This is an optimization exercise on Yosys and OpenROAD, whose aim is small area, a short achievable clock period and few clock cycles per item, not a production implementation. The RTL was checked by simulation tests, not by an equivalence proof against the original design.

## triangle_tangent_bitangent
module triangle_tangent_bitangent
#(
    parameter int POSITION_WIDTH = ttb_pkg::POS_W_DEF,
    parameter int TEXCOORD_WIDTH = ttb_pkg::TEX_W_DEF
)
(
    input  logic                             clk,
    input  logic                             rst_n,
    input  logic                             in_valid,
    output logic                             in_ready,
    input  logic signed [POSITION_WIDTH-1:0] pos_x,
    input  logic signed [POSITION_WIDTH-1:0] pos_y,
    input  logic signed [POSITION_WIDTH-1:0] pos_z,
    input  logic signed [TEXCOORD_WIDTH-1:0] tex_u,
    input  logic signed [TEXCOORD_WIDTH-1:0] tex_v,
    output logic                             out_valid,
    input  logic                             out_ready,
    output logic signed [ttb_pkg::OUT_W-1:0] tangent_x,
    output logic signed [ttb_pkg::OUT_W-1:0] tangent_y,
    output logic signed [ttb_pkg::OUT_W-1:0] tangent_z,
    output logic signed [ttb_pkg::OUT_W-1:0] bitangent_x,
    output logic signed [ttb_pkg::OUT_W-1:0] bitangent_y,
    output logic signed [ttb_pkg::OUT_W-1:0] bitangent_z,
    output logic                             degenerate,
    output logic                             saturated
);
clock: 11.0 ns
lec_check: 0
cap_margin: 20
core_margin: 2
core_utilization: 40
setup_slack_margin: 3.5
slew_margin: 20
run.sh (not shown) runs the stock make flow with config.mk's settings and CLKGATE_MAP_FILE= SYNTH_SCRIPT=/design/flow/synth_recipe.tcl, a recipe that flattens the netlist after the stock synthesis.
Testbench counts at the start, summed over its fixed seeds: cycles 4,403, items 384.
Edit:
--- a/flow/design.v
+++ b/flow/design.v
@@ -17,21 +17,23 @@
     input  logic [1:0]           shc,
     input  logic signed [AW-1:0] a,
     input  logic signed [BW-1:0] b,
     input  logic signed [AW-1:0] c,
     input  logic signed [BW-1:0] d,
     output logic signed [SW-1:0] acc
 );
-    localparam int PW = AW + BW;
+    localparam int PW = AW + BW + 1;
     localparam logic [PW:0] KC0 = ((PW+1)'(1) << PW) + ((PW+1)'(1) << (AW - 1))
+                                + ((PW+1)'(1) << (BW - 1)) - ((PW+1)'(1) << (AW + BW - 1))
+                                + ((PW+1)'(1) << (AW - 1))
                                 + ((PW+1)'(1) << (BW - 1)) - ((PW+1)'(1) << (AW + BW - 1));
     localparam logic [PW-1:0] KC = KC0[PW-1:0];
     logic [PW-1:0] rows_a [BW];
     logic [PW-1:0] rows_c [BW];
-    logic [PW-1:0] pa_n, pc_n;
+    logic [PW-1:0] ps_n;
     always_comb
     begin
         for (int i = 0; i < BW; i++)
         begin
             logic [AW-1:0] r, t;
             for (int k = 0; k < AW; k++)
             begin
@@ -47,46 +49,43 @@
             begin
                 r[AW-2:0] = ~r[AW-2:0];
                 t[AW-2:0] = ~t[AW-2:0];
             end
             rows_a[i] = PW'(r) << i;
             rows_c[i] = PW'(t) << i;
         end
-        pa_n = KC;
-        pc_n = KC;
+        ps_n = KC;
         for (int i = 0; i < BW; i++)
         begin
-            pa_n = pa_n + rows_a[i];
-            pc_n = pc_n + rows_c[i];
+            ps_n = ps_n + rows_a[i] + rows_c[i];
         end
     end
-    logic signed [PW-1:0] pa, pc;
+    logic signed [PW-1:0] ps;
     logic                 clr_d;
     logic [1:0]           shc_d;
     always_ff @(posedge clk)
     begin
         if (en)
         begin
-            pa    <= pa_n;
-            pc    <= pc_n;
+            ps    <= ps_n;
             clr_d <= clr;
             shc_d <= shc;
         end
     end
     logic signed [SW-1:0] acc_sel, acc_hi, sum, acc_next;
     always_comb
     begin
         acc_sel = clr_d ? SW'(0) : acc;
         case (shc_d)
             2'd0:    acc_hi = acc_sel;
             2'd1:    acc_hi = acc_sel >>> 16;
             2'd2:    acc_hi = acc_sel >>> 19;
             default: acc_hi = acc_sel >>> 35;
         endcase
-        sum = acc_hi + SW'(pa) + SW'(pc);
+        sum = acc_hi + SW'(ps);
         case (shc_d)
             2'd0:    acc_next = sum;
             2'd1:    acc_next = {sum[SW-17:0], acc_sel[15:0]};
             2'd2:    acc_next = {sum[SW-20:0], acc_sel[18:0]};
             default: acc_next = {sum[SW-36:0], acc_sel[34:0]};
         endcase
     end
@@ -520,24 +519,22 @@
     logic           l1_sign;
     logic [2:0]     l1_j;
     logic           l1_par;
     logic [5:0]     l1_msb;
     logic           l1_zero;
     assign l1_v = (qcnt_reg != 2'd0);
     assign {l1_nabs, l1_sign, l1_j, l1_par, l1_msb, l1_zero} = q0_reg;
-    logic [DMW-1:0] dm_reg;
     logic           dsg_reg;
     logic           dz_reg;
     logic [5:0]     dmsb_reg;
     logic [DMW-1:0] dn_reg [2];                      
     always_ff @(posedge clk)
     begin
         if (pop && l1_j == 3'd0)
         begin
-            dm_reg          <= DMW'(l1_nabs);
             dsg_reg         <= l1_sign;
             dz_reg          <= l1_zero;
             dmsb_reg        <= l1_msb;
             dn_reg[l1_par]  <= DMW'(l1_nabs);
         end
     end
     logic [2:0]     db;
@@ -551,15 +548,15 @@
     logic           bdz;
     logic           stall_b;
     logic signed [7:0] qb;                           
     logic [4:0]     hq;                              
     logic [4:0]     hsh;
     logic [DMW+XW-1:0] wide;
     assign db     = l1_j - 3'd1;
-    assign dsel   = dm_reg;
+    assign dsel   = dn_reg[l1_par];
     assign bdz    = dz_reg;
     assign bneg   = l1_sign ^ dsg_reg ^ db[0];
     assign nfull  = {l1_nabs, {FRAC_SHIFT{1'b0}}};
     assign nmd    = {1'b0, nfull} - (NW+1)'(dsel);
     assign negeff = bneg && !nmd[NW] && !bdz;
     assign nsel   = negeff ? nmd[NW-1:0] : nfull;
     assign bsat   = !bdz && (NW'(nsel[NW-1:OUT_W-1]) >= NW'(dsel));
Result: First-iteration DRC count went up by 0.81%. Final cell count decreases by 1.8%. Via count went down by 0.78%. Worst setup slack loses 640 ps. Final area fell by 0.46%. Routed wire length is higher by 5.8%. Worst hold slack improved by 44 ps. Non-clock buffer count increases by 184. Sequential share of layout area falls by 1.3 points. Global-route usage went up by 2.6 points. Clock-buffer cell count shrinks by 13.
Testbench counts after the change, summed over its fixed seeds: cycles 4,403, items 384.

## afterwards: timing with drivers on the ports
No port has a modelled driver above. Below, the same layouts with a new extraction and two added sets of constraints. Step 1 assumes that a clkbuf_16 drives the clock port and a buf_2 every other input. Step 2 also shifts input and output timing later by t, the mid clock arrival at the registers, as if the neighbouring blocks saw the same clock. Three values: ideal, step 1, step 2; two values: the first two.
run | t, ns | setup WS [ns] | hold WS [ns] | worst setup path after step 2 | worst register clock-pin slew, ns
the first run | 1.054 | 2.943 / 2.943 / 2.811 | 0.375 / 0.375 / 0.375 | input to register | 0.07 / 0.07
the second run | 1.018 | 2.299 / 2.299 / 2.299 | 0.419 / 0.419 / 0.419 | register to register | 0.08 / 0.08
After both steps setup and hold are still met in every run listed. For the first run, which loses most, drivers alone change the setup slack by 0.000 ns; drivers and shift together by -0.132 ns.
